What follows belongs to an exercise in optimizing a design on an open flow for small area, a short achievable clock period and few clock cycles; a production flow would make more cautious choices.
RTL that was checked went through simulation tests only; none was proved equivalent to the original.
Only the layout flow was run in runs 2 to 4; the RTL was not checked for function there.
Power figures rest on the tool's default switching activity, not on a simulated workload.

==> flow/design.v <==
package ccfr_pkg;
  localparam logic [15:0] CRC_INIT = 16'hFFFF;
  localparam logic [15:0] CRC_POLY = 16'hA2EB;
  function automatic logic [5:0] kind_len_m1(input logic [2:0] kind);
    logic [5:0] r;
    case (kind)
      3'd0: r = 6'd60;
      3'd1: r = 6'd24;
      3'd2: r = 6'd28;
      3'd3: r = 6'd48;
      3'd4: r = 6'd63;
      3'd5: r = 6'd57;
      3'd6: r = 6'd57;
      default: r = 6'd39;
    endcase
    kind_len_m1 = r;
  endfunction
  function automatic logic [15:0] crc_byte(input logic [15:0] crc, input logic [7:0] b);
    logic [15:0] c;
    c = crc ^ {b, 8'h00};
    for (int k = 0; k < 8; k++) begin
      if (c[15]) c = {c[14:0], 1'b0} ^ CRC_POLY;
      else c = {c[14:0], 1'b0};
    end
    crc_byte = c;
  endfunction
  localparam logic [4:0] M12_DONE_A = 5'd18;
  localparam logic [4:0] M12_DONE_B = 5'd27;
  function automatic logic [4:0] m12_next(input logic [4:0] s, input logic [7:0] b);
    logic [4:0] r;
    r = (b == 8'h43) ? 5'd1 : 5'd0;
    case (s)
      5'd0: begin if (b == 8'h43) r = 5'd1; end
      5'd1: begin if (b == 8'h6F) r = 5'd2; end
      5'd2: begin if (b == 8'h6D) r = 5'd3; end
      5'd3: begin if (b == 8'h6D) r = 5'd4; end
      5'd4: begin if (b == 8'h61) r = 5'd5; end
      5'd5: begin if (b == 8'h6E) r = 5'd6; end
      5'd6: begin if (b == 8'h64) r = 5'd7; end
      5'd7: begin if (b == 8'h20) r = 5'd8; end
      5'd8: begin if (b == 8'h73) r = 5'd9; else if (b == 8'h66) r = 5'd19; end
      5'd9: begin if (b == 8'h75) r = 5'd10; end
      5'd10: begin if (b == 8'h63) r = 5'd11; end
      5'd11: begin if (b == 8'h63) r = 5'd12; end
      5'd12: begin if (b == 8'h65) r = 5'd13; end
      5'd13: begin if (b == 8'h65) r = 5'd14; end
      5'd14: begin if (b == 8'h64) r = 5'd15; end
      5'd15: begin if (b == 8'h2E) r = 5'd16; end
      5'd16: begin if (b == 8'h0D) r = 5'd17; end
      5'd17: begin if (b == 8'h0A) r = 5'd18; end
      5'd19: begin if (b == 8'h61) r = 5'd20; end
      5'd20: begin if (b == 8'h69) r = 5'd21; end
      5'd21: begin if (b == 8'h6C) r = 5'd22; end
      5'd22: begin if (b == 8'h65) r = 5'd23; end
      5'd23: begin if (b == 8'h64) r = 5'd24; end
      5'd24: begin if (b == 8'h2E) r = 5'd25; end
      5'd25: begin if (b == 8'h0D) r = 5'd26; end
      5'd26: begin if (b == 8'h0A) r = 5'd27; end
      default: ;
    endcase
    m12_next = r;
  endfunction
  localparam logic [5:0] M34_DONE_A = 6'd28;
  localparam logic [5:0] M34_DONE_B = 6'd50;
  function automatic logic [5:0] m34_next(input logic [5:0] s, input logic [7:0] b);
    logic [5:0] r;
    r = (b == 8'h54) ? 6'd1 : 6'd0;
    case (s)
      6'd0: begin if (b == 8'h54) r = 6'd1; end
      6'd1: begin if (b == 8'h68) r = 6'd2; end
      6'd2: begin if (b == 8'h69) r = 6'd3; end
      6'd3: begin if (b == 8'h73) r = 6'd4; end
      6'd4: begin if (b == 8'h20) r = 6'd5; end
      6'd5: begin if (b == 8'h63) r = 6'd6; end
      6'd6: begin if (b == 8'h6F) r = 6'd7; end
      6'd7: begin if (b == 8'h6D) r = 6'd8; end
      6'd8: begin if (b == 8'h6D) r = 6'd9; end
      6'd9: begin if (b == 8'h61) r = 6'd10; end
      6'd10: begin if (b == 8'h6E) r = 6'd11; end
      6'd11: begin if (b == 8'h64) r = 6'd12; end
      6'd12: begin if (b == 8'h20) r = 6'd13; end
      6'd13: begin if (b == 8'h69) r = 6'd14; end
      6'd14: begin if (b == 8'h73) r = 6'd15; end
      6'd15: begin if (b == 8'h20) r = 6'd16; end
      6'd16: begin if (b == 8'h65) r = 6'd17; else if (b == 8'h6E) r = 6'd29; end
      6'd17: begin if (b == 8'h72) r = 6'd18; end
      6'd18: begin if (b == 8'h72) r = 6'd19; end
      6'd19: begin if (b == 8'h6F) r = 6'd20; end
      6'd20: begin if (b == 8'h6E) r = 6'd21; end
      6'd21: begin if (b == 8'h65) r = 6'd22; end
      6'd22: begin if (b == 8'h6F) r = 6'd23; end
      6'd23: begin if (b == 8'h75) r = 6'd24; end
      6'd24: begin if (b == 8'h73) r = 6'd25; end
      6'd25: begin if (b == 8'h2E) r = 6'd26; end
      6'd26: begin if (b == 8'h0D) r = 6'd27; end
      6'd27: begin if (b == 8'h0A) r = 6'd28; end
      6'd29: begin if (b == 8'h6F) r = 6'd30; end
      6'd30: begin if (b == 8'h74) r = 6'd31; end
      6'd31: begin if (b == 8'h20) r = 6'd32; end
      6'd32: begin if (b == 8'h69) r = 6'd33; end
      6'd33: begin if (b == 8'h6D) r = 6'd34; end
      6'd34: begin if (b == 8'h70) r = 6'd35; end
      6'd35: begin if (b == 8'h6C) r = 6'd36; end
      6'd36: begin if (b == 8'h65) r = 6'd37; end
      6'd37: begin if (b == 8'h6D) r = 6'd38; end
      6'd38: begin if (b == 8'h65) r = 6'd39; end
      6'd39: begin if (b == 8'h6E) r = 6'd40; end
      6'd40: begin if (b == 8'h74) r = 6'd41; end
      6'd41: begin if (b == 8'h65) r = 6'd42; end
      6'd42: begin if (b == 8'h64) r = 6'd43; end
      6'd43: begin if (b == 8'h20) r = 6'd44; end
      6'd44: begin if (b == 8'h79) r = 6'd45; end
      6'd45: begin if (b == 8'h65) r = 6'd46; end
      6'd46: begin if (b == 8'h74) r = 6'd47; end
      6'd47: begin if (b == 8'h2E) r = 6'd48; end
      6'd48: begin if (b == 8'h0D) r = 6'd49; end
      6'd49: begin if (b == 8'h0A) r = 6'd50; end
      default: ;
    endcase
    m34_next = r;
  endfunction
endpackage
module ccfr_crc (
  input  logic        clk,
  input  logic        init,
  input  logic        step,
  input  logic [7:0]  data,
  output logic [15:0] crc
);
  always_ff @(posedge clk) begin
    if (init) begin
      crc <= ccfr_pkg::CRC_INIT;
    end else if (step) begin
      crc <= ccfr_pkg::crc_byte(crc, data);
    end
  end
endmodule
module ccfr_ram #(
  parameter int WIDTH = 8,
  parameter int DEPTH = 66
) (
  input  logic             clk,
  input  logic             we,
  input  logic [WIDTH-1:0] wdata,
  output logic [WIDTH-1:0] rdata
);
  logic [WIDTH-1:0] ring [DEPTH];
  always_ff @(posedge clk) begin
    ring[0] <= we ? wdata : ring[DEPTH-1];
    for (int i = 1; i < DEPTH; i++) begin
      ring[i] <= ring[i-1];
    end
  end
  assign rdata = ring[DEPTH-2];
endmodule
module ccfr_ctrl (
  input  logic       clk,
  input  logic       rst,
  input  logic       in_v,
  input  logic       wr_ok,        
  input  logic       q_full,       
  output logic       hold,         
  input  logic       in_r,
  input  logic [7:0] in_b,
  input  logic       in_z,         
  input  logic       in_one,       
  output logic       wr_en,        
  output logic       wr_start,     
  output logic [7:0] wr_data,
  output logic       commit,       
  output logic       drop,         
  output logic       doom,         
  output logic       push,         
  output logic [6:0] desc
);
  logic        sync;
  logic [7:0]  ecnt;     
  logic [7:0]  rem;      
  logic        rem_z;    
  logic        ecnt_nz;  
  logic        lrem_nz;  
  logic        dst;      
  logic [2:0]  kind;
  logic [5:0]  lrem;     
  logic        over;     
  logic        cok;      
  logic [4:0]  m12;
  logic [5:0]  m34;
  logic [15:0] crc;
  logic v, wr_need, push_need;
  logic is_zero, ev_resync, ev_delim, ev_data, ev_ovf, ev_store, ev_close;
  logic is_code, d_emit, frame_rst, crc_feed;
  logic [7:0] d;
  logic [3:0] st;
  logic [2:0] st_kind;
  assign is_zero   = in_z;
  assign wr_need   = !in_r && !is_zero && sync && !ecnt[7] &&
                     (!is_code || ecnt_nz) && (!dst || lrem_nz);
  assign push_need = !in_r && sync && (is_zero ? ecnt_nz : ecnt[7]);
  assign hold      = in_v && ((wr_need && !wr_ok) || (push_need && q_full));
  assign v         = in_v && !hold;
  assign ev_resync = v && in_r;
  assign ev_delim  = v && !in_r && is_zero;
  assign ev_data   = v && !in_r && !is_zero && sync;
  assign ev_ovf    = ev_data && ecnt[7];
  assign ev_store  = ev_data && !ecnt[7];
  assign ev_close  = ev_delim && sync && ecnt_nz;
  assign frame_rst = ev_resync || ev_delim || ev_ovf;
  assign is_code   = rem_z;
  assign d_emit    = ev_store && (!is_code || ecnt_nz);
  assign d         = is_code ? 8'd0 : in_b;
  assign crc_feed  = d_emit && (!dst || (lrem > 6'd2));
  assign wr_en     = d_emit && (!dst || lrem_nz);
  assign wr_data   = d;
  assign wr_start  = !dst;
  assign doom      = d_emit && dst && !lrem_nz;
  always_comb begin
    st_kind = 3'd0;
    if (!is_code)                                   st = 4'd5;
    else if (m12 == ccfr_pkg::M12_DONE_A)           st = 4'd1;
    else if (m12 == ccfr_pkg::M12_DONE_B)           st = 4'd2;
    else if (m34 == ccfr_pkg::M34_DONE_A)           st = 4'd3;
    else if (m34 == ccfr_pkg::M34_DONE_B)           st = 4'd4;
    else if (!dst)                                  st = 4'd6;
    else begin
      st_kind = kind;
      if (over || lrem_nz)                          st = 4'd6;
      else if (!cok)                                st = 4'd7;
      else                                          st = 4'd0;
    end
  end
  assign push   = ev_close || ev_ovf;
  assign desc   = ev_ovf ? {3'd0, 4'd8} : {st_kind, st};
  assign commit = ev_close && (st == 4'd0);
  assign drop   = ev_resync || ev_ovf || (ev_close && (st != 4'd0));
  ccfr_crc u_crc (
    .clk  (clk),
    .init (rst || frame_rst),
    .step (crc_feed),
    .data (d),
    .crc  (crc)
  );
  always_ff @(posedge clk) begin
    if (rst) begin
      sync <= 1'b0;
    end else if (ev_resync || ev_ovf) begin
      sync <= 1'b0;
    end else if (ev_delim) begin
      sync <= 1'b1;
    end
  end
  always_ff @(posedge clk) begin
    if (rst || frame_rst) begin
      ecnt    <= 8'd0;
      ecnt_nz <= 1'b0;
      rem     <= 8'd0;
      rem_z   <= 1'b1;
      dst  <= 1'b0;
      over <= 1'b0;
      m12  <= '0;
      m34  <= '0;
    end else if (ev_store) begin
      ecnt    <= ecnt + 8'd1;
      ecnt_nz <= 1'b1;
      if (is_code) begin
        rem   <= in_b - 8'd1;
        rem_z <= in_one;
      end else begin
        rem   <= rem - 8'd1;
        rem_z <= (rem == 8'd1);
      end
      if (d_emit) begin
        m12 <= ccfr_pkg::m12_next(m12, d);
        m34 <= ccfr_pkg::m34_next(m34, d);
        if (!dst) begin
          dst  <= 1'b1;
          kind <= d[2:0];
          lrem    <= ccfr_pkg::kind_len_m1(d[2:0]);
          lrem_nz <= 1'b1;
        end else if (!lrem_nz) begin
          over <= 1'b1;
        end else begin
          lrem    <= lrem - 6'd1;
          lrem_nz <= (lrem != 6'd1);
        end
        if (dst && (lrem == 6'd2)) cok <= (d == crc[7:0]);
        if (dst && (lrem == 6'd1)) cok <= cok && (d == crc[15:8]);
      end
    end
  end
endmodule
module cobs_crc_frame_receiver_core (
  input  logic       clk,
  input  logic       rst,
  input  logic       s_axis_tvalid,
  output logic       s_axis_tready,
  input  logic [7:0] s_axis_tdata,   
  input  logic [0:0] s_axis_tuser,   
  output logic       m_axis_tvalid,
  input  logic       m_axis_tready,
  output logic [7:0] m_axis_tdata,   
  output logic [7:0] m_axis_tuser,   
  output logic       m_axis_tlast
);
  logic       rdy_q;
  logic       acc;
  logic       in_v;
  logic       in_r;
  logic [7:0] in_b;
  logic       in_z;
  logic       in_one;
  logic [7:0] in_b_n;
  logic       sk_v;
  logic       sk_r;
  logic [7:0] sk_b;
  logic       hold;
  logic       proc;
  logic       in_v_n;
  logic       sk_v_n;
  assign s_axis_tready = rdy_q;
  assign acc  = s_axis_tvalid && rdy_q;
  assign proc = in_v && !hold;
  always_comb begin
    in_v_n = in_v;
    sk_v_n = sk_v;
    if (proc || !in_v) begin
      in_v_n = sk_v || acc;
      sk_v_n = sk_v && acc;
    end else if (acc) begin
      sk_v_n = 1'b1;
    end
  end
  assign in_b_n = sk_v ? sk_b : s_axis_tdata;
  always_ff @(posedge clk) begin
    if (rst) begin
      in_v  <= 1'b0;
      sk_v  <= 1'b0;
      rdy_q <= 1'b1;
    end else begin
      in_v  <= in_v_n;
      sk_v  <= sk_v_n;
      rdy_q <= !(in_v_n && sk_v_n);
    end
    if (proc || !in_v) begin
      in_b   <= in_b_n;
      in_z   <= (in_b_n == 8'd0);
      in_one <= (in_b_n == 8'd1);
      in_r   <= sk_v ? sk_r : s_axis_tuser[0];
    end
    if (!sk_v || proc) begin
      sk_b <= s_axis_tdata;
      sk_r <= s_axis_tuser[0];
    end
  end
  logic       wr_ok;
  logic       wr_en;
  logic       wr_start;
  logic [7:0] wr_data;
  logic       commit;
  logic       drop;
  logic       doom;
  logic       push;
  logic [6:0] desc;
  logic       q_full;
  ccfr_ctrl u_ctrl (
    .clk       (clk),
    .rst       (rst),
    .in_v      (in_v),
    .wr_ok     (wr_ok),
    .q_full    (q_full),
    .hold      (hold),
    .in_r      (in_r),
    .in_b      (in_b),
    .in_z      (in_z),
    .in_one    (in_one),
    .wr_en     (wr_en),
    .wr_start  (wr_start),
    .wr_data   (wr_data),
    .commit    (commit),
    .drop      (drop),
    .doom      (doom),
    .push      (push),
    .desc      (desc)
  );
  localparam int N = 66;
  logic [6:0] ph;        
  logic [6:0] ph_n;      
  logic [6:0] head;      
  logic [6:0] fs;        
  logic       fw;        
  logic [7:0] rd_data;
  function automatic logic [6:0] inc(input logic [6:0] a);
    inc = (a == 7'(N - 1)) ? 7'd0 : a + 7'd1;
  endfunction
  assign ph_n = inc(ph);
  ccfr_ram #(.WIDTH(8), .DEPTH(N)) u_ram (
    .clk   (clk),
    .we    (wr_en),
    .wdata (wr_data),
    .rdata (rd_data)
  );
  logic [13:0] dq0, dq1;
  logic [1:0]  dcnt;
  logic        pop;
  always_ff @(posedge clk) begin
    if (rst) begin
      dcnt <= 2'd0;
    end else begin
      dcnt <= dcnt + {1'b0, push} - {1'b0, pop};
    end
    if (pop) begin
      dq0 <= (push && dcnt == 2'd1) ? {fs, desc} : dq1;
    end else if (push && dcnt == 2'd0) begin
      dq0 <= {fs, desc};
    end
    if (push && (dcnt == (pop ? 2'd2 : 2'd1))) dq1 <= {fs, desc};
  end
  assign q_full = dcnt[1];
  logic       adv;
  logic       oact;      
  logic [6:0] rs;        
  logic [5:0] orem;      
  logic       g0, g1;
  logic       start_frame;
  logic       emit;
  assign g0          = (dcnt != 2'd0) && (dq0[3:0] == 4'd0);
  assign g1          = dcnt[1] && (dq1[3:0] == 4'd0);
  assign adv         = !m_axis_tvalid || m_axis_tready;
  assign start_frame = adv && !oact && g0 && (dq0[13:7] == ph_n);
  assign emit        = adv && oact && (rs == ph_n);
  assign pop         = adv && !oact && (dcnt != 2'd0) && (!g0 || (dq0[13:7] == ph_n));
  always_ff @(posedge clk) begin
    if (rst) begin
      m_axis_tvalid <= 1'b0;
      oact          <= 1'b0;
    end else if (adv) begin
      m_axis_tvalid <= pop || emit;
      if (start_frame) oact <= 1'b1;
      else if (emit && orem == 6'd1) oact <= 1'b0;
    end
  end
  always_ff @(posedge clk) begin
    if (emit) begin
      m_axis_tdata <= rd_data;
      m_axis_tlast <= (orem == 6'd1);
      orem         <= orem - 6'd1;
      rs           <= inc(rs);
    end else if (start_frame) begin
      m_axis_tdata <= rd_data;
      m_axis_tuser <= {1'b1, dq0[6:4], 4'd0};
      m_axis_tlast <= 1'b0;
      orem         <= ccfr_pkg::kind_len_m1(dq0[6:4]);
      rs           <= inc(ph_n);
    end else if (pop) begin
      m_axis_tdata <= 8'd0;
      m_axis_tuser <= {1'b0, dq0[6:0]};
      m_axis_tlast <= 1'b1;
    end
  end
  logic live;
  logic full;
  logic sync_w;
  assign live   = oact || g0 || g1 || fw;
  assign full   = (oact && (rs == ph)) || (g0 && (dq0[13:7] == ph)) || (g1 && (dq1[13:7] == ph));
  assign sync_w = (ph == head) && !full;
  assign wr_ok  = sync_w || (wr_start && !live);
  always_ff @(posedge clk) begin
    if (rst) begin
      ph   <= '0;
      head <= '0;
      fw   <= 1'b0;
    end else begin
      ph <= ph_n;
      if (drop || commit || doom) fw <= 1'b0;
      else if (wr_en)     fw <= 1'b1;
      if (wr_en || ((!fw || drop || commit || doom) && (sync_w || !live))) head <= ph_n;
    end
    if (wr_en && wr_start) fs <= ph;
  end
endmodule
==> flow/run.sh <==
#!/bin/bash
# synth_recipe.tcl (not shown) runs the flow's synth.tcl, then flattens the netlist and writes it again
# the make line also repeats each setting of config.mk as NAME=value (left out here)
make -C /OpenROAD-flow-scripts/flow DESIGN_CONFIG=/design/flow/config.mk WORK_HOME=/design/flow/orfs CLKGATE_MAP_FILE= SYNTH_SCRIPT=/design/flow/synth_recipe.tcl finish
==> flow/config.mk <==
export PLATFORM = sky130hd
export DESIGN_NAME = cobs_crc_frame_receiver_core
export DESIGN_NICKNAME = cobs_crc_frame_receiver_core
export VERILOG_FILES = /design/flow/design.v
export SDC_FILE = /design/flow/constraint.sdc
export NUM_CORES = 4
export LEC_CHECK = 0
export CAP_MARGIN = 20
export CORE_MARGIN = 2
export CORE_UTILIZATION = 40
export SETUP_SLACK_MARGIN = 5
export SLEW_MARGIN = 20
==> flow/constraint.sdc <==
create_clock -name core_clock -period 8.0 [get_ports {clk}]
set_input_delay 1.6000 -clock core_clock [delete_from_list [all_inputs] [get_ports {clk}]]
set_output_delay 1.6000 -clock core_clock [all_outputs]
set_load 0.01 [all_outputs]
==> results_dict.tcl, run 1 <==
set metrics [dict create \
    status "no timing/DRC/antenna violations" \
    crit_path_end_kind "flop" \
    port_buffers 31 \
    worstPathArrival_ns 3.53 \
    yosysSeqAreaShare 0.683 \
    hold_viol_final 0 \
    top_layer "met4" \
    fmax_mhz 334 \
    ioPinCount 32 \
    core_area_um2 53800 \
    grt_pass1_vias 13100 \
    seq_power_share 0.504 \
    start_util 0.404 \
    fin_skew_ns 0.0194 \
    max_slew.worst_pin.slew_ns 0.827 \
    whs_ns 0.320 \
    critPathMaxFanout 45 \
    synthDistinctLibCells 95 \
    place_area_um2 22700 \
    setup_viol 0 \
    antenna_left 0 \
    clkTransAtPathRegs_ns 0.07 \
    drtPass1Iterations 5 \
    ys.flop_type "dfxtp_1" \
    syn2layout_area_growth_pct 18.6 \
    die_h_um 237 \
    switching_share 0.222 \
    reg2reg_depth 10 \
    syn_area_per_cell_um2 12.2 \
    drc_errors 0 \
    design.die.area_um2 56200 \
    synth_edf_count 96 \
    wl_met3_mm 2.55 \
    dpl.cell_count 2430 \
    slew_headroom 0.448 \
    cts-root-buf "clkbuf_16" \
    hold_class "flop to flop" \
    dpl.hpwl_mm 29.5 \
    finalPower_mw 7.37 \
    clkPwrFrac 0.430 \
    netlist_area_um2 21700 \
    antenna_found_initial 0 \
    fin_nets 1885 \
    clock_latency_ns 0.60 \
    cts_buffer_depth 3 \
    core.rowCount 85 \
    num_vias 13300 \
    globalplace.congestion 0.911 \
    fill_cells 4758 \
    crit_type "flop to flop" \
    p_leak_nw 9.64 \
    hold_path.startpoint "u_ram.ring[57][3]$_DFF_P_" \
    met1_length_mm 22.3 \
    rsz0062_at_grt "true" \
    hold_depth 0 \
    cts_buffers 67 \
    pre_cts_ws_ns 3.51 \
    tns_ns 0 \
    postSynth.asyncResetShare 0 \
    wl_per_cell_um 18.0 \
    wl_met2_mm 20.9 \
    avgViaCountPerCell 5.11 \
    irDropWorstVdd_v 0.000168 \
    syn-num-nets 1806 \
    cts_tree "built" \
    grt_max_degree 46 \
    intPower_mw 5.73 \
    syn_inst 1775 \
    critPathLaunchType "flop" \
    finalInstanceArea_um2 25800 \
    h-tree-depth 3 \
    power.switching_mw 1.64 \
    rr_endpoint "u_ctrl.m34[2]$_SDFFE_PP0P_" \
    cts_hold_buffers 0 \
    grt_usage 0.166 \
    maxCapViolCount 0 \
    final_cells 2604 \
    min_to "u_ram.ring[58][3]$_DFF_P_" \
    overflow 0 \
    synth_seq_cells 694 \
    final_util 0.479 \
    yosys_warnings 5 \
    cts_sinks 694 \
    drt_iter0_markers 1217 \
    drv_slew 0 \
    antenna_cells 0 \
    r2r_start "u_ctrl.rem_z$_SDFFE_PP1N_" \
    pwr_density_cell_nw_per_um2 286 \
    worst-r2r-setup-slack_ns 5.00 \
    grt_pass1_wl_mm 73.6 \
    final.period_utilization 0.375 \
    drive_above_1_share 0.150 \
    finalWorstSetupSlack_ns 5.00 \
    wl_mm 46.8 \
    fp.dieW_um 237 \
    period_needed_ns 3.00 \
    comb_power_share 0.066 \
    crit_required_ns 8.53 \
]
[metal layers]
metal / global-route usage / vias up
met1: 0.232 / 6426
met3: 0.0325 / 88
li1: - / 6392
met4: 0.0619 / 0
met5: 0 / -
met2: 0.257 / 398
[cells by family after synthesis]
logic type / count (synthesis) / share of synthesized area
adders and majority gates: 18 / 0.0104
DFF: 694 / 0.683
muxes: 45 / 0.0241
xor gates and xnor gates: 129 / 0.0523
and+or+nand+nor: 513 / 0.124
AOI/OAI and AO/OA: 257 / 0.0831
buffers and inverters: 119 / 0.0224
[layout make-up]
| type | count | area [um^2] | share of cell area |
|---|---|---|---|
| clock buffer | 93 | 1940 | 0.0751 |
| clock inverter | 30 | 363 | 0.0141 |
| inverter | 33 | 130 | 0.00505 |
| multi-input combinational | 962 | 6710 | 0.260 |
| sequential | 694 | 14900 | 0.577 |
| tap | 696 | 871 | 0.0338 |
| timing repair buffer | 96 | 895 | 0.0347 |
[worst max-delay path, cell delays in order (launching register included)]
cell and delay (ns):
dfxtp_1 0.30, clkbuf_8 0.25, nand2b_1 0.22, inv_1 0.44, nand4_1 0.44, nor3_1 0.25
a31oi_1 0.08, o41ai_2 0.45, a2111oi_0 0.14, nand4_1 0.16, o2111a_1 0.18
[registers in the layout, summed over array words and instances, names as in the netlist, 7 cells and up]
name	cells
ph	7
in_b	8
fs	7
dq1	14
m_axis_tuser	8
u_ram.ring	528
u_ctrl.u_crc.crc	16
m_axis_tdata	8
u_ctrl.ecnt	8
u_ctrl.rem	8
head	7
rs	7
dq0	14
sk_b	8
[power by group through the flow]
stage                     combinational [mW]  sequential [mW]  clock, mW
after CTS                              0.457             3.72       3.27
after detailed placement               0.413             3.80          0
final                                  0.485             3.71       3.17
after floorplan                        0.286             3.77          0
after global routing                   0.522             3.72       3.42
after global placement                 0.406             3.80          0
[what timing repair did]
item                                    in CTS  in global routing
resized for setup                           67                 27
pin swaps                                   17                 13
endpoints found under the setup margin     208                 75
buffers inserted                            38                 11
gates cloned                                 2                  0
[Yosys cell counts, types with 22 or more instances]
master | instances | area (um^2)
dfxtp_1 | 598 | 12000
nor2_1 | 124 | 465
nand2_1 | 98 | 368
xnor2_1 | 98 | 858
edfxtp_1 | 96 | 2880
clkbuf_1 | 56 | 210
nand3_1 | 53 | 265
a21oi_1 | 49 | 245
nor3_1 | 48 | 240
o21ai_0 | 47 | 235
inv_1 | 32 | 120
xor2_1 | 30 | 263
nor2b_1 | 29 | 181
nand4_1 | 27 | 169
a31oi_1 | 22 | 138
nor4_1 | 22 | 138
[worst max-delay path by stage]
stage | from | endpoint | slack [ns] | cells past startpoint
6_report | u_ctrl.rem_z$_SDFFE_PP1N_ | u_ctrl.m34[2]$_SDFFE_PP0P_ | 5.00 | 10
5_1_grt | ph[1]$_SDFF_PP0_ | dcnt[1]$_SDFF_PP0_ | 4.91 | 15
4_1_cts | ph[1]$_SDFF_PP0_ | dq0[0]$_DFFE_PP_ | 4.98 | 12
3_5_place_dp | m_axis_tready | rs[3]$_DFFE_PP_ | 3.51 | 8
3_3_place_gp | m_axis_tready | rs[3]$_DFFE_PP_ | 3.57 | 8
2_1_floorplan | ph[1]$_SDFF_PP0_ | dq1[0]$_DFFE_PP_ | 4.80 | 12
[placed cells by master (no fill, tap or decap), types with 12 or more instances in the layout]
master and instances:
dfxtp_1 590, nor2_1 120, nand2_1 96, edfxtp_1 96
xnor2_1 95, clkbuf_16 69, buf_4 53, nand3_1 52
a21oi_1 48, nor3_1 47, o21ai_0 47, inv_1 28
nand4_1 27, xor2_1 27, nor2b_1 25, a31oi_1 21
nand2b_1 20, o211ai_1 20, mux2_2 19, nor4_1 19
dlygate4sd2_1 16, a211oi_1 14, ha_1 14, clkinv_2 14
and3_1 13, mux2i_1 13, clkbuf_8 13, clkbuf_1 12
Testbench counts, summed over its fixed seeds: cycles 15,433.
==> run 2, diff against run 1 <==
--- a/flow/design.v
+++ b/flow/design.v
@@ -26,96 +26,99 @@
   endfunction
-  localparam logic [4:0] M12_DONE_A = 5'd18;
-  localparam logic [4:0] M12_DONE_B = 5'd27;
-  function automatic logic [4:0] m12_next(input logic [4:0] s, input logic [7:0] b);
-    logic [4:0] r;
-    r = (b == 8'h43) ? 5'd1 : 5'd0;
+  localparam logic [6:0] RSP1_DONE = 7'd18;
+  localparam logic [6:0] RSP2_DONE = 7'd27;
+  localparam logic [6:0] RSP3_DONE = 7'd55;
+  localparam logic [6:0] RSP4_DONE = 7'd77;
+  function automatic logic [8:0] rsp_exp(input logic [6:0] s);
+    logic [8:0] r;
     case (s)
-      5'd0: begin if (b == 8'h43) r = 5'd1; end
-      5'd1: begin if (b == 8'h6F) r = 5'd2; end
-      5'd2: begin if (b == 8'h6D) r = 5'd3; end
-      5'd3: begin if (b == 8'h6D) r = 5'd4; end
-      5'd4: begin if (b == 8'h61) r = 5'd5; end
-      5'd5: begin if (b == 8'h6E) r = 5'd6; end
-      5'd6: begin if (b == 8'h64) r = 5'd7; end
-      5'd7: begin if (b == 8'h20) r = 5'd8; end
-      5'd8: begin if (b == 8'h73) r = 5'd9; else if (b == 8'h66) r = 5'd19; end
-      5'd9: begin if (b == 8'h75) r = 5'd10; end
-      5'd10: begin if (b == 8'h63) r = 5'd11; end
-      5'd11: begin if (b == 8'h63) r = 5'd12; end
-      5'd12: begin if (b == 8'h65) r = 5'd13; end
-      5'd13: begin if (b == 8'h65) r = 5'd14; end
-      5'd14: begin if (b == 8'h64) r = 5'd15; end
-      5'd15: begin if (b == 8'h2E) r = 5'd16; end
-      5'd16: begin if (b == 8'h0D) r = 5'd17; end
-      5'd17: begin if (b == 8'h0A) r = 5'd18; end
-      5'd19: begin if (b == 8'h61) r = 5'd20; end
-      5'd20: begin if (b == 8'h69) r = 5'd21; end
-      5'd21: begin if (b == 8'h6C) r = 5'd22; end
-      5'd22: begin if (b == 8'h65) r = 5'd23; end
-      5'd23: begin if (b == 8'h64) r = 5'd24; end
-      5'd24: begin if (b == 8'h2E) r = 5'd25; end
-      5'd25: begin if (b == 8'h0D) r = 5'd26; end
-      5'd26: begin if (b == 8'h0A) r = 5'd27; end
-      default: ;
+      7'd1: r = {1'b1, 8'h6F};
+      7'd2: r = {1'b1, 8'h6D};
+      7'd3: r = {1'b1, 8'h6D};
+      7'd4: r = {1'b1, 8'h61};
+      7'd5: r = {1'b1, 8'h6E};
+      7'd6: r = {1'b1, 8'h64};
+      7'd7: r = {1'b1, 8'h20};
+      7'd9: r = {1'b1, 8'h75};
+      7'd10: r = {1'b1, 8'h63};
+      7'd11: r = {1'b1, 8'h63};
+      7'd12: r = {1'b1, 8'h65};
+      7'd13: r = {1'b1, 8'h65};
+      7'd14: r = {1'b1, 8'h64};
+      7'd15: r = {1'b1, 8'h2E};
+      7'd16: r = {1'b1, 8'h0D};
+      7'd17: r = {1'b1, 8'h0A};
+      7'd19: r = {1'b1, 8'h61};
+      7'd20: r = {1'b1, 8'h69};
+      7'd21: r = {1'b1, 8'h6C};
+      7'd22: r = {1'b1, 8'h65};
+      7'd23: r = {1'b1, 8'h64};
+      7'd24: r = {1'b1, 8'h2E};
+      7'd25: r = {1'b1, 8'h0D};
+      7'd26: r = {1'b1, 8'h0A};
+      7'd28: r = {1'b1, 8'h68};
+      7'd29: r = {1'b1, 8'h69};
+      7'd30: r = {1'b1, 8'h73};
+      7'd31: r = {1'b1, 8'h20};
+      7'd32: r = {1'b1, 8'h63};
+      7'd33: r = {1'b1, 8'h6F};
+      7'd34: r = {1'b1, 8'h6D};
+      7'd35: r = {1'b1, 8'h6D};
+      7'd36: r = {1'b1, 8'h61};
+      7'd37: r = {1'b1, 8'h6E};
+      7'd38: r = {1'b1, 8'h64};
+      7'd39: r = {1'b1, 8'h20};
+      7'd40: r = {1'b1, 8'h69};
+      7'd41: r = {1'b1, 8'h73};
+      7'd42: r = {1'b1, 8'h20};
+      7'd44: r = {1'b1, 8'h72};
+      7'd45: r = {1'b1, 8'h72};
+      7'd46: r = {1'b1, 8'h6F};
+      7'd47: r = {1'b1, 8'h6E};
+      7'd48: r = {1'b1, 8'h65};
+      7'd49: r = {1'b1, 8'h6F};
+      7'd50: r = {1'b1, 8'h75};
+      7'd51: r = {1'b1, 8'h73};
+      7'd52: r = {1'b1, 8'h2E};
+      7'd53: r = {1'b1, 8'h0D};
+      7'd54: r = {1'b1, 8'h0A};
+      7'd56: r = {1'b1, 8'h6F};
+      7'd57: r = {1'b1, 8'h74};
+      7'd58: r = {1'b1, 8'h20};
+      7'd59: r = {1'b1, 8'h69};
+      7'd60: r = {1'b1, 8'h6D};
+      7'd61: r = {1'b1, 8'h70};
+      7'd62: r = {1'b1, 8'h6C};
+      7'd63: r = {1'b1, 8'h65};
+      7'd64: r = {1'b1, 8'h6D};
+      7'd65: r = {1'b1, 8'h65};
+      7'd66: r = {1'b1, 8'h6E};
+      7'd67: r = {1'b1, 8'h74};
+      7'd68: r = {1'b1, 8'h65};
+      7'd69: r = {1'b1, 8'h64};
+      7'd70: r = {1'b1, 8'h20};
+      7'd71: r = {1'b1, 8'h79};
+      7'd72: r = {1'b1, 8'h65};
+      7'd73: r = {1'b1, 8'h74};
+      7'd74: r = {1'b1, 8'h2E};
+      7'd75: r = {1'b1, 8'h0D};
+      7'd76: r = {1'b1, 8'h0A};
+      default: r = 9'h000;
     endcase
-    m12_next = r;
+    rsp_exp = r;
   endfunction
-  localparam logic [5:0] M34_DONE_A = 6'd28;
-  localparam logic [5:0] M34_DONE_B = 6'd50;
-  function automatic logic [5:0] m34_next(input logic [5:0] s, input logic [7:0] b);
-    logic [5:0] r;
-    r = (b == 8'h54) ? 6'd1 : 6'd0;
-    case (s)
-      6'd0: begin if (b == 8'h54) r = 6'd1; end
-      6'd1: begin if (b == 8'h68) r = 6'd2; end
-      6'd2: begin if (b == 8'h69) r = 6'd3; end
-      6'd3: begin if (b == 8'h73) r = 6'd4; end
-      6'd4: begin if (b == 8'h20) r = 6'd5; end
-      6'd5: begin if (b == 8'h63) r = 6'd6; end
-      6'd6: begin if (b == 8'h6F) r = 6'd7; end
-      6'd7: begin if (b == 8'h6D) r = 6'd8; end
-      6'd8: begin if (b == 8'h6D) r = 6'd9; end
-      6'd9: begin if (b == 8'h61) r = 6'd10; end
-      6'd10: begin if (b == 8'h6E) r = 6'd11; end
-      6'd11: begin if (b == 8'h64) r = 6'd12; end
-      6'd12: begin if (b == 8'h20) r = 6'd13; end
-      6'd13: begin if (b == 8'h69) r = 6'd14; end
-      6'd14: begin if (b == 8'h73) r = 6'd15; end
-      6'd15: begin if (b == 8'h20) r = 6'd16; end
-      6'd16: begin if (b == 8'h65) r = 6'd17; else if (b == 8'h6E) r = 6'd29; end
-      6'd17: begin if (b == 8'h72) r = 6'd18; end
-      6'd18: begin if (b == 8'h72) r = 6'd19; end
-      6'd19: begin if (b == 8'h6F) r = 6'd20; end
-      6'd20: begin if (b == 8'h6E) r = 6'd21; end
-      6'd21: begin if (b == 8'h65) r = 6'd22; end
-      6'd22: begin if (b == 8'h6F) r = 6'd23; end
-      6'd23: begin if (b == 8'h75) r = 6'd24; end
-      6'd24: begin if (b == 8'h73) r = 6'd25; end
-      6'd25: begin if (b == 8'h2E) r = 6'd26; end
-      6'd26: begin if (b == 8'h0D) r = 6'd27; end
-      6'd27: begin if (b == 8'h0A) r = 6'd28; end
-      6'd29: begin if (b == 8'h6F) r = 6'd30; end
-      6'd30: begin if (b == 8'h74) r = 6'd31; end
-      6'd31: begin if (b == 8'h20) r = 6'd32; end
-      6'd32: begin if (b == 8'h69) r = 6'd33; end
-      6'd33: begin if (b == 8'h6D) r = 6'd34; end
-      6'd34: begin if (b == 8'h70) r = 6'd35; end
-      6'd35: begin if (b == 8'h6C) r = 6'd36; end
-      6'd36: begin if (b == 8'h65) r = 6'd37; end
-      6'd37: begin if (b == 8'h6D) r = 6'd38; end
-      6'd38: begin if (b == 8'h65) r = 6'd39; end
-      6'd39: begin if (b == 8'h6E) r = 6'd40; end
-      6'd40: begin if (b == 8'h74) r = 6'd41; end
-      6'd41: begin if (b == 8'h65) r = 6'd42; end
-      6'd42: begin if (b == 8'h64) r = 6'd43; end
-      6'd43: begin if (b == 8'h20) r = 6'd44; end
-      6'd44: begin if (b == 8'h79) r = 6'd45; end
-      6'd45: begin if (b == 8'h65) r = 6'd46; end
-      6'd46: begin if (b == 8'h74) r = 6'd47; end
-      6'd47: begin if (b == 8'h2E) r = 6'd48; end
-      6'd48: begin if (b == 8'h0D) r = 6'd49; end
-      6'd49: begin if (b == 8'h0A) r = 6'd50; end
-      default: ;
-    endcase
-    m34_next = r;
+  function automatic logic [6:0] rsp_next(input logic [6:0] s, input logic [7:0] b);
+    logic [6:0] r;
+    logic [8:0] e;
+    e = rsp_exp(s);
+    r = (b == 8'h43) ? 7'd1 : (b == 8'h54) ? 7'd28 : 7'd0;
+    if (s == 7'd8) begin
+      if (b == 8'h73) r = 7'd9;
+      else if (b == 8'h66) r = 7'd19;
+    end else if (s == 7'd43) begin
+      if (b == 8'h65) r = 7'd44;
+      else if (b == 8'h6E) r = 7'd56;
+    end else if (e[8] && (b == e[7:0])) begin
+      r = s + 7'd1;
+    end
+    rsp_next = r;
   endfunction
@@ -186,4 +189,3 @@
   logic        cok;      
-  logic [4:0]  m12;
-  logic [5:0]  m34;
+  logic [6:0]  rsp;      
   logic [15:0] crc;
@@ -219,6 +221,6 @@
     if (!is_code)                                   st = 4'd5;
-    else if (m12 == ccfr_pkg::M12_DONE_A)           st = 4'd1;
-    else if (m12 == ccfr_pkg::M12_DONE_B)           st = 4'd2;
-    else if (m34 == ccfr_pkg::M34_DONE_A)           st = 4'd3;
-    else if (m34 == ccfr_pkg::M34_DONE_B)           st = 4'd4;
+    else if (rsp == ccfr_pkg::RSP1_DONE)            st = 4'd1;
+    else if (rsp == ccfr_pkg::RSP2_DONE)            st = 4'd2;
+    else if (rsp == ccfr_pkg::RSP3_DONE)            st = 4'd3;
+    else if (rsp == ccfr_pkg::RSP4_DONE)            st = 4'd4;
     else if (!dst)                                  st = 4'd6;
@@ -259,4 +261,3 @@
       over <= 1'b0;
-      m12  <= '0;
-      m34  <= '0;
+      rsp  <= '0;
     end else if (ev_store) begin
@@ -272,4 +273,3 @@
       if (d_emit) begin
-        m12 <= ccfr_pkg::m12_next(m12, d);
-        m34 <= ccfr_pkg::m34_next(m34, d);
+        rsp <= is_code ? 7'd0 : ccfr_pkg::rsp_next(rsp, in_b);
         if (!dst) begin
==> run 2 against run 1 <==
Against the previous run:
- wire length shrank 17%
- cell count fell by 4.6%
- flip-flop and latch count rose by 4
- register-to-register slack lost 0.52 ns
- clock skew is 0.00063 ns higher
- die area is 3.5% lower
==> results_dict.tcl, run 2 <==
set metrics [dict create \
    grt_max_degree 39 \
    clkTransAtPathRegs_ns 0.06 \
    hold_viol_final 0 \
    synthXorXnorAreaFrac 0.0608 \
    final_util 0.497 \
    r2r_start "dq0[1]$_DFFE_PP_" \
    final_cell_mix "593 x dfxtp_1, 96 x edfxtp_1, 92 x xnor2_1, 87 x buf_4, 83 x nor2_1" \
    clkPwrFrac 0.436 \
    crit_slowest_cell "edfxtp_1" \
    top_regs "u_ram.ring x528, u_ctrl.u_crc.crc x16" \
    wl_per_cell_um 15.7 \
    cts_buffers 68 \
    hold_path.startpoint "u_ram.ring[36][6]$_DFF_P_" \
    pwr_density_cell_nw_per_um2 283 \
    p_leak_nw 9.76 \
    num_vias 11900 \
    crit_required_ns 8.52 \
    syn-num-nets 1662 \
    grt_usage 0.146 \
    drive_above_1_share 0.212 \
    switching_share 0.214 \
    cts_buffer_depth 3 \
    irDropWorstVdd_v 0.000146 \
    synthTopCellsByArea "dfxtp_1 57%, edfxtp_1 14%, xnor2_1 4.0%" \
    cts_sinks 698 \
    fin_skew_ns 0.0200 \
    min_to "u_ram.ring[37][6]$_DFF_P_" \
    antenna_found_initial 0 \
    maxCapViolCount 0 \
    ys.flop_type "dfxtp_1" \
    clock_latency_ns 0.59 \
    design.die.area_um2 54300 \
    ioPinCount 32 \
    yosysSeqAreaShare 0.712 \
    fp.dieW_um 233 \
    seq_power_share 0.512 \
    wl_mm 39.0 \
    status "no timing/DRC/antenna violations" \
    crit_path_end_kind "flop" \
    fin_nets 1800 \
    synth_seq_cells 698 \
    globalplace.congestion 0.840 \
    max_slew.worst_pin.slew_ns 0.712 \
    port_buffers 31 \
    yosysTopAreaCellShare 0.575 \
    yosysTopAreaCell "dfxtp_1" \
    muxShareOfSynthArea 0.0189 \
    yosys_warnings 5 \
    yosys.cell_count.top_type "dfxtp_1" \
    regMostFlops "u_ram.ring" \
    critPathMaxFanout 6 \
    core_area_um2 51600 \
    tns_ns 0 \
    synthDistinctLibCells 86 \
    intPower_mw 5.71 \
    fmax_mhz 284 \
    crit_type "flop to flop" \
    cts-root-buf "clkbuf_16" \
    h-tree-depth 3 \
    die_h_um 233 \
    cts_hold_buffers 0 \
    reg2reg_depth 14 \
    synthTopCellsByCount "602 x dfxtp_1, 96 x edfxtp_1, 96 x nor2_1, 96 x xnor2_1, 86 x nand2_1" \
    synth_compound_area_frac 0.0677 \
    overflow 0 \
    postSynth.asyncResetShare 0 \
    dpl.hpwl_mm 23.5 \
    synthSimpleGateAreaFrac 0.0984 \
    drc_errors 0 \
    power.switching_mw 1.55 \
    critPathLaunchType "flop" \
    cts_tree "built" \
    setup_viol 0 \
    rsz0062_at_grt "true" \
    slew_headroom 0.522 \
    drtPass1Iterations 5 \
    syn_inst 1616 \
    final.period_utilization 0.440 \
    drv_slew 0 \
    comb_power_share 0.052 \
    start_util 0.406 \
    synth_edf_count 96 \
    avgViaCountPerCell 4.79 \
    synth_top_family_by_area "simple AND/OR/NAND/NOR gates" \
    syn2layout_area_growth_pct 22.5 \
    synthAdderAreaFrac 0.0197 \
    core.rowCount 83 \
    path_cells "nor4_4 > o21ai_2 > nor4_2 > nand3_2 > buf_4 > a31o_4 > nand4_1 > a21oi_4 > buf_6 > ha_4 > or3_1 > a21oi_2 > o221a_1 > a211o_1" \
    antenna_left 0 \
    worstPathArrival_ns 4.04 \
    drt_iter0_markers 688 \
    critPathMaxStageDelay_ns 0.42 \
    period_needed_ns 3.52 \
    mostFrequentLayoutCell "dfxtp_1" \
    netlist_area_um2 21000 \
    grt_pass1_vias 11700 \
    syn_area_per_cell_um2 13.0 \
    hold_class "flop to flop" \
    hold_depth 0 \
    worst-r2r-setup-slack_ns 4.48 \
    grt_pass1_wl_mm 62.6 \
    antenna_cells 0 \
    largest_reg_flops 528 \
]
[run 2: cell count changes after synthesis, sizes merged, moves of 11 or more]
cell	before	now
xor2	30	44
nand2b	20	6
nand3	54	39
nor2	126	96
clkbuf	56	26
nor4	22	11
nor3	50	35
ha	18	33
[run 2: what timing repair did]
action	in CTS	in global routing
endpoints found under the setup margin	207	118
pin swaps	33	22
setup buffers	69	26
resized for setup	126	54
[run 2: kinds of logic after synthesis]
kind of cell | count (synthesis)
compound gates | 214
xor+xnor | 143
fa+ha+maj | 33
buf+inv | 99
flops | 698
mux | 36
simple gates | 393
[run 2: power groups by stage]
stage | sequential, mW | clock [mW] | combinational [mW]
2_1_floorplan | 3.78 | 0 | 0.224
3_3_place_gp | 3.80 | 0 | 0.333
3_5_place_dp | 3.80 | 0 | 0.337
4_1_cts | 3.71 | 3.26 | 0.356
5_1_grt | 3.72 | 3.39 | 0.417
6_report | 3.71 | 3.16 | 0.379
[run 2: metal layers]
metal | GRT usage | vias to the layer above | share of wire
li1 | - | 5848 | -
met1 | 0.205 | 5697 | 0.49
met2 | 0.218 | 277 | 0.44
met3 | 0.0277 | 79 | 0.044
met4 | 0.0661 | 0 | 0.030
met5 | 0 | - | 0
[run 2: how the worst max path moves through the flow]
stage	to	cells after the start	slack, ns	start
finish	flop	14	4.48	dq0[1]$_DFFE_PP_
floorplan	flop	9	4.75	rst
global route	flop	14	4.30	dq0[1]$_DFFE_PP_
CTS	flop	14	4.54	dq0[2]$_DFFE_PP_
detailed placement	flop	8	2.90	rst
global placement	flop	8	2.93	rst
[run 2: worst max-delay path, delay by kind of cell, from the launching register on]
| family | cells | cell delay [ns] |
|---|---|---|
| adders and majority gates | 1 | 0.26 |
| AOI/OAI and AO/OA | 6 | 1.00 |
| DFF | 1 | 0.42 |
| and+or+nand+nor | 5 | 1.44 |
| buffers and inverters | 2 | 0.33 |
[run 2: cell type report]
type | instances | area [um^2]
repair buffers | 130 | 1120
clock inverters | 27 | 317
fillers | 4374 | 25900
clock buffers | 94 | 1960
well taps | 680 | 851
multi-input cells | 819 | 6280
flip-flops and latches | 698 | 15000
inverters | 37 | 176
[run 2: stage by stage]
step	cell area [um^2]	setup WS [ns]	hold slack, ns	total power [mW]	cells
global route	25700	4.30	0.318	7.53	2485
floorplan	21100	4.75	0.310	4.01	1616
finish	25700	4.48	0.305	7.26	2485
global placement	22000	2.93	0.310	4.13	2269
CTS	25200	4.54	0.308	7.33	2459
detailed placement	22000	2.90	0.312	4.14	2269
==> run 3, diff against run 2 <==
--- a/flow/config.mk
+++ b/flow/config.mk
@@ -10,2 +10,5 @@
 export CORE_UTILIZATION = 40
+export CTS_BUF_LIST = sky130_fd_sc_hd__clkbuf_8
+export CTS_CLUSTER_DIAMETER = 60
+export CTS_CLUSTER_SIZE = 20
 export SETUP_SLACK_MARGIN = 5
==> run 3 against run 2 <==
Against the previous run:
- critical path type unchanged
- fmax down 1.4%
- largest cell class unchanged
- worst hold slack better by 0.0096 ns
- total power down 21%
- combinational power up 2%
- cell area down 5.5%
- critical path depth up 1
- global-route usage down 0.36 points
- die area unchanged
- flip-flop and latch count unchanged
- clock skew up 0.030 ns
- still clean
- clock power down 48%
==> results_dict.tcl, run 3 <==
set metrics [dict create \
    cts_buffer_depth 3 \
    top_regs "u_ram.ring x528, u_ctrl.u_crc.crc x16" \
    mostFrequentLayoutCell "dfxtp_1" \
    avgViaCountPerCell 4.84 \
    antenna_left 0 \
    final.period_utilization 0.446 \
    fp.dieW_um 233 \
    cts_sinks 698 \
    worstPathArrival_ns 4.16 \
    drive_above_1_share 0.194 \
    postSynth.asyncResetShare 0 \
    max_slew.worst_pin.slew_ns 0.715 \
    core.rowCount 83 \
    design.die.area_um2 54300 \
    yosys_warnings 5 \
    cts-root-buf "clkbuf_8" \
    yosys.cell_count.top_type "dfxtp_1" \
    final_cells 2436 \
    rsz0062_at_grt "true" \
    netlist_area_um2 21000 \
    num_vias 11800 \
    syn2layout_area_growth_pct 15.7 \
    regMostFlops "u_ram.ring" \
    irDropWorstVdd_v 0.000132 \
    synth_seq_cells 698 \
    period_needed_ns 3.57 \
    grt_max_degree 39 \
    clkTransAtPathRegs_ns 0.11 \
    final_cell_mix "590 x dfxtp_1, 96 x edfxtp_1, 93 x xnor2_1, 83 x nor2_1, 81 x buf_4" \
    grt_usage 0.142 \
    synthTopCellsByCount "602 x dfxtp_1, 96 x edfxtp_1, 96 x nor2_1, 96 x xnor2_1, 86 x nand2_1" \
    start_util 0.406 \
    reg2reg_depth 15 \
    clock_latency_ns 0.67 \
    yosysSeqAreaShare 0.712 \
    syn_inst 1616 \
    yosysTopAreaCellShare 0.575 \
    ioPinCount 32 \
    h-tree-depth 2 \
    pwr_density_cell_nw_per_um2 237 \
    core_area_um2 51600 \
    critPathMaxFanout 6 \
    cts_buffers 46 \
    synthDistinctLibCells 86 \
    dpl.hpwl_mm 23.5 \
    largest_reg_flops 528 \
    fin_skew_ns 0.0501 \
    wl_mm 38.7 \
    drv_slew 0 \
    fmax_mhz 280 \
    r2r_start "in_b[0]$_DFFE_PN_" \
    slew_headroom 0.523 \
    crit_path_end_kind "flop" \
    cts_tree "built" \
    p_leak_nw 9.08 \
    tns_ns 0 \
    drt_iter0_markers 779 \
    port_buffers 31 \
    setup_viol 0 \
    worst-r2r-setup-slack_ns 4.43 \
    yosysTopAreaCell "dfxtp_1" \
    synthTopCellsByArea "dfxtp_1 57%, edfxtp_1 14%, xnor2_1 4.0%" \
    syn_area_per_cell_um2 13.0 \
    drc_errors 0 \
    finalPower_mw 5.74 \
    hold_class "flop to flop" \
    antenna_found_initial 1 \
    synth_edf_count 96 \
    critPathLaunchType "flop" \
    crit_required_ns 8.59 \
    drtPass1Iterations 5 \
    ys.flop_type "dfxtp_1" \
    hold_viol_final 0 \
    critPathLaunch "in_b[0]$_DFFE_PN_" \
    globalplace.congestion 0.840 \
    overflow 0 \
    crit_type "flop to flop" \
    grt_pass1_vias 11300 \
    grt_pass1_wl_mm 61.3 \
    fin_nets 1781 \
    die_h_um 233 \
    maxCapViolCount 0 \
    status "no timing/DRC/antenna violations" \
    syn-num-nets 1662 \
    wl_per_cell_um 15.9 \
    dpl.cell_count 2269 \
]
==> run 3: cell counts after synthesis <==
Identical to the previous run, type by type.
==> run 3: cell type report <==
class,instances,area (um^2)
Fill cell,4554,27400
Sequential cell,698,15000
Multi-Input combinational cell,820,6250
Timing Repair Buffer,132,1200
Tap cell,680,851
Clock buffer,46,633
Clock inverter,22,185
Inverter,37,173
Antenna cell,1,2.50
==> run 3: worst min path at each step <==
stage          cells past startpoint                      start                        end
2_1_floorplan                      0   u_ram.ring[9][0]$_DFF_P_  u_ram.ring[10][0]$_DFF_P_
4_1_cts                            0  u_ram.ring[48][0]$_DFF_P_  u_ram.ring[49][0]$_DFF_P_
6_report                           0  u_ram.ring[48][0]$_DFF_P_  u_ram.ring[49][0]$_DFF_P_
3_3_place_gp                       0  u_ram.ring[63][6]$_DFF_P_  u_ram.ring[64][6]$_DFF_P_
3_5_place_dp                       0  u_ram.ring[24][5]$_DFF_P_  u_ram.ring[25][5]$_DFF_P_
5_1_grt                            0   u_ram.ring[6][0]$_DFF_P_   u_ram.ring[7][0]$_DFF_P_
==> run 3: power breakdown <==
group | total [mW] | internal, mW | leakage [nW] | switching [mW]
clock network | 1.65 | 0.594 | 0.442 | 1.05
registers | 3.71 | 3.65 | 5.74 | 0.0602
logic | 0.385 | 0.187 | 2.90 | 0.197
total | 5.74 | 4.43 | 9.08 | 1.31
==> run 3: timing repair <==
item                       4_1_cts  5_1_grt
gates cloned                     2        1
pin swaps                       35       29
resized for setup              140       63
setup endpoints to repair      208      123
hold buffers                     0        0
buffers inserted                63       32
==> run 3: logic make-up (layout without fill, tap and decap cells) <==
| logic type | count (synthesis) | in the layout | share of synthesized area |
|---|---|---|---|
| buffers and inverters | 99 | 237 | 0.0221 |
| AOI/OAI and AO/OA | 214 | 215 | 0.0677 |
| DFF | 698 | 698 | 0.712 |
| and+or+nand+nor | 393 | 393 | 0.0984 |
| adders and majority gates | 33 | 33 | 0.0197 |
| muxes | 36 | 36 | 0.0189 |
| xor gates and xnor gates | 143 | 143 | 0.0608 |
| other | 0 | 1 | 0 |
==> run 3: worst max-delay path, stage by stage (launching register included) <==
cell and delay (ns):
edfxtp_1 0.45, buf_6 0.16, buf_6 0.12, xnor2_2 0.12
nand4_1 0.13, or2_4 0.27, or2_4 0.26, o32ai_4 0.11
nand4_1 0.29, a21oi_4 0.36, buf_6 0.15, ha_4 0.22
or3_1 0.39, a21oi_2 0.19, o221a_1 0.21, a211o_1 0.09
==> run 3: stage by stage <==
step	util	instance area [um^2]	hold WS, ns	worst slack (ns)
3_3_place_gp	0.425	22000	0.310	2.93
3_5_place_dp	0.425	22000	0.312	2.90
5_1_grt	0.470	24300	0.314	4.24
6_report	0.470	24300	0.315	4.43
4_1_cts	0.460	23700	0.294	4.56
2_1_floorplan	-	21100	0.310	4.75
==> run 3: metal layers <==
layer | track usage | vias to the layer above | share of wire
li1 | - | 5765 | -
met1 | 0.203 | 5720 | 0.49
met2 | 0.213 | 236 | 0.44
met3 | 0.0272 | 68 | 0.040
met4 | 0.0541 | 0 | 0.030
met5 | 0 | - | 0
==> run 4, diff against run 3 <==
--- a/flow/config.mk
+++ b/flow/config.mk
@@ -11,4 +11,4 @@
 export CTS_BUF_LIST = sky130_fd_sc_hd__clkbuf_8
-export CTS_CLUSTER_DIAMETER = 60
-export CTS_CLUSTER_SIZE = 20
+export CTS_CLUSTER_DIAMETER = 50
+export CTS_CLUSTER_SIZE = 15
 export SETUP_SLACK_MARGIN = 5
==> run 4 against run 3 <==
Against the previous run:
- worst setup slack improved by 0.14 ns
- largest cell class unchanged
- area after synthesis is the same
- highest routed layer unchanged
- still clean
- via count increased by 0.75%
==> results_dict.tcl, run 4 <==
set metrics [dict create \
    synth_top_family_by_area "simple AND/OR/NAND/NOR gates" \
    critPathLaunchType "flop" \
    tns_ns 0 \
    synthTopCellsByArea "dfxtp_1 57%, edfxtp_1 14%, xnor2_1 4.0%" \
    drive_above_1_share 0.221 \
    synth_seq_cells 698 \
    yosys.cell_count.top_type "dfxtp_1" \
    fp.dieW_um 233 \
    max_slew.worst_pin.slew_ns 0.724 \
    antenna_left 0 \
    cts_tree "built" \
    avgViaCountPerCell 4.81 \
    top_regs "u_ram.ring x528, u_ctrl.u_crc.crc x16" \
    wl_mm 39.1 \
    min_to "u_ram.ring[4][0]$_DFF_P_" \
    regMostFlops "u_ram.ring" \
    critPathMaxFanout 7 \
    grt_pass1_vias 11500 \
    h-tree-depth 2 \
    hold_path.startpoint "u_ram.ring[3][0]$_DFF_P_" \
    hold_viol_final 0 \
    pwr_density_cell_nw_per_um2 244 \
    synthSimpleGateAreaFrac 0.0984 \
    rsz0062_at_grt "true" \
    synth_edf_count 96 \
    synthTopCellsByCount "602 x dfxtp_1, 96 x edfxtp_1, 96 x nor2_1, 96 x xnor2_1, 86 x nand2_1" \
    worst-r2r-setup-slack_ns 4.57 \
    drtPass1Iterations 5 \
    yosys_warnings 5 \
    fmax_mhz 292 \
    r2r_start "in_b[0]$_DFFE_PN_" \
    hold_class "flop to flop" \
    synthDistinctLibCells 86 \
    mostFrequentLayoutCell "dfxtp_1" \
    wl_per_cell_um 15.8 \
    start_util 0.406 \
    grt_pass1_wl_mm 62.2 \
    netlist_area_um2 21000 \
    yosysTopAreaCellShare 0.575 \
    postSynth.asyncResetShare 0 \
    final.period_utilization 0.428 \
    crit_required_ns 8.57 \
    syn-num-nets 1662 \
    reg2reg_depth 14 \
    period_needed_ns 3.43 \
    core_area_um2 51600 \
    yosysTopAreaCell "dfxtp_1" \
    die_h_um 233 \
    fin_skew_ns 0.0574 \
    irDropWorstVdd_v 0.000129 \
    finalInstanceArea_um2 24900 \
    crit_path_end_kind "flop" \
    maxCapViolCount 0 \
    core.rowCount 83 \
    num_vias 11900 \
    largest_reg_flops 528 \
    worstPathArrival_ns 4.00 \
    crit_type "flop to flop" \
    synth_compound_area_frac 0.0677 \
    place_area_um2 22000 \
    setup_viol 0 \
    hold_depth 0 \
    cts_buffers 58 \
    cts_sinks 698 \
    syn_inst 1616 \
    overflow 0 \
    syn_area_per_cell_um2 13.0 \
    synthAdderAreaFrac 0.0197 \
    cts_hold_buffers 0 \
    drt_iter0_markers 625 \
    globalplace.congestion 0.840 \
    slew_headroom 0.514 \
    clkTransAtPathRegs_ns 0.10 \
    ys.flop_type "dfxtp_1" \
    ioPinCount 32 \
    cts_buffer_depth 3 \
    dpl.hpwl_mm 23.5 \
    port_buffers 31 \
    muxShareOfSynthArea 0.0189 \
    cts-root-buf "clkbuf_8" \
    synthXorXnorAreaFrac 0.0608 \
    p_leak_nw 9.38 \
    status "no timing/DRC/antenna violations" \
    syn2layout_area_growth_pct 18.6 \
    grt_usage 0.144 \
    final_cell_mix "590 x dfxtp_1, 103 x buf_4, 96 x edfxtp_1, 92 x xnor2_1, 81 x nor2_1" \
    clock_latency_ns 0.71 \
    drc_errors 0 \
    design.die.area_um2 54300 \
    grt_max_degree 39 \
    drv_slew 0 \
    yosysSeqAreaShare 0.712 \
    fin_nets 1811 \
    antenna_found_initial 1 \
]
==> run 4: what timing repair did <==
item	CTS	global route
setup buffers	78	36
pin swaps	46	33
resized for setup	161	93
cloned	2	0
setup endpoints to repair	207	140
==> run 4: final cells by class <==
cell class	count	area (um^2)
fill	4494	26700
sequential	698	15000
multi-input combinational	820	6460
timing repair buffer	150	1300
tap	680	851
clock buffer	60	826
clock inverter	24	273
inverter	37	183
antenna	1	2.50
==> run 4: cells by family (layout without fill, tap and decap cells) <==
family	count (synthesis)	count (layout)
AOI/OAI and AO/OA	214	215
xor gates and xnor gates	143	143
adders and majority gates	33	33
buffers and inverters	99	271
DFF	698	698
muxes	36	36
other	0	1
and+or+nand+nor	393	393
==> run 4: worst max-delay path: stages (launching register included) <==
cell and delay (ns):
edfxtp_1 0.51, buf_6 0.18, xnor2_2 0.14, nand4_1 0.13, or2_4 0.28, or2_4 0.27
o32ai_2 0.09, nand4_1 0.27, a21oi_4 0.32, inv_2 0.11, ha_4 0.22, nor2_4 0.13
a211oi_1 0.10, o41ai_2 0.43, o211ai_1 0.12
==> run 4: stage by stage <==
stage / hold slack [ns] / utilization / std cells / setup WS, ns / total power, mW
detailed placement: 0.312 / 0.425 / 2269 / 2.90 / 4.14
floorplan: 0.310 / - / 1616 / 4.75 / 4.01
finish: 0.271 / 0.482 / 2470 / 4.57 / 6.06
CTS: 0.285 / 0.469 / 2433 / 4.58 / 6.12
global route: 0.310 / 0.482 / 2470 / 4.42 / 6.32
global placement: 0.310 / 0.425 / 2269 / 2.93 / 4.13
==> run 4: per-layer routing <==
layer | global-route usage | vias up | share of wire
met5 | 0 | - | 0
met4 | 0.0567 | 0 | 0.032
met3 | 0.0278 | 91 | 0.041
met2 | 0.220 | 229 | 0.44
met1 | 0.203 | 5721 | 0.49
li1 | - | 5837 | -
==> run 4: power by group <==
group | total [mW] | switching, mW | internal (mW) | leakage (nW)
Combinational | 0.428 | 0.213 | 0.215 | 3.06
Clock | 1.92 | 1.11 | 0.811 | 0.578
Sequential | 3.72 | 0.0674 | 3.65 | 5.74
Total | 6.06 | 1.39 | 4.67 | 9.38
==> run 4: worst max path at each step <==
stage                end  slack, ns              start  cells after the start
global placement    flop       2.93                rst                      8
finish              flop       4.57  in_b[0]$_DFFE_PN_                     14
detailed placement  flop       2.90                rst                      8
global route        flop       4.42  in_b[0]$_DFFE_PN_                     14
floorplan           flop       4.75                rst                      9
CTS                 flop       4.58  in_b[0]$_DFFE_PN_                     14

-- re-timing with driven ports --
Ports are ideal in the flow. The routed layouts listed here were re-timed in OpenROAD.
Step 1, drivers: a clkbuf_16 drives clk and a buf_2 each remaining input, both assumed.
Step 2 moves the port delays by t, midway between the first and last clock arrival at a register: inputs arrive t later, outputs are due t later. That takes back most of the time a late clock gives input paths.
Slacks: ideal / step 1 / step 2; pairs: ideal / step 1.
run	t (ns)	setup slack, ns	hold slack, ns	cell pins on the clock port's net
run 1	0.642	5.002 / 4.997 / 4.503	0.320 / 0.320 / 0.320	1
run 2	0.635	4.480 / 4.480 / 3.936	0.305 / 0.305 / 0.305	1
run 3	0.696	4.430 / 4.430 / 3.874	0.315 / 0.315 / 0.315	1
run 4	0.729	4.572 / 4.572 / 4.004	0.271 / 0.271 / 0.271	1
After both steps every run listed still meets setup and hold. For run 4, which loses most, drivers alone change the setup slack by 0.000 ns; drivers and shift together by -0.568 ns.
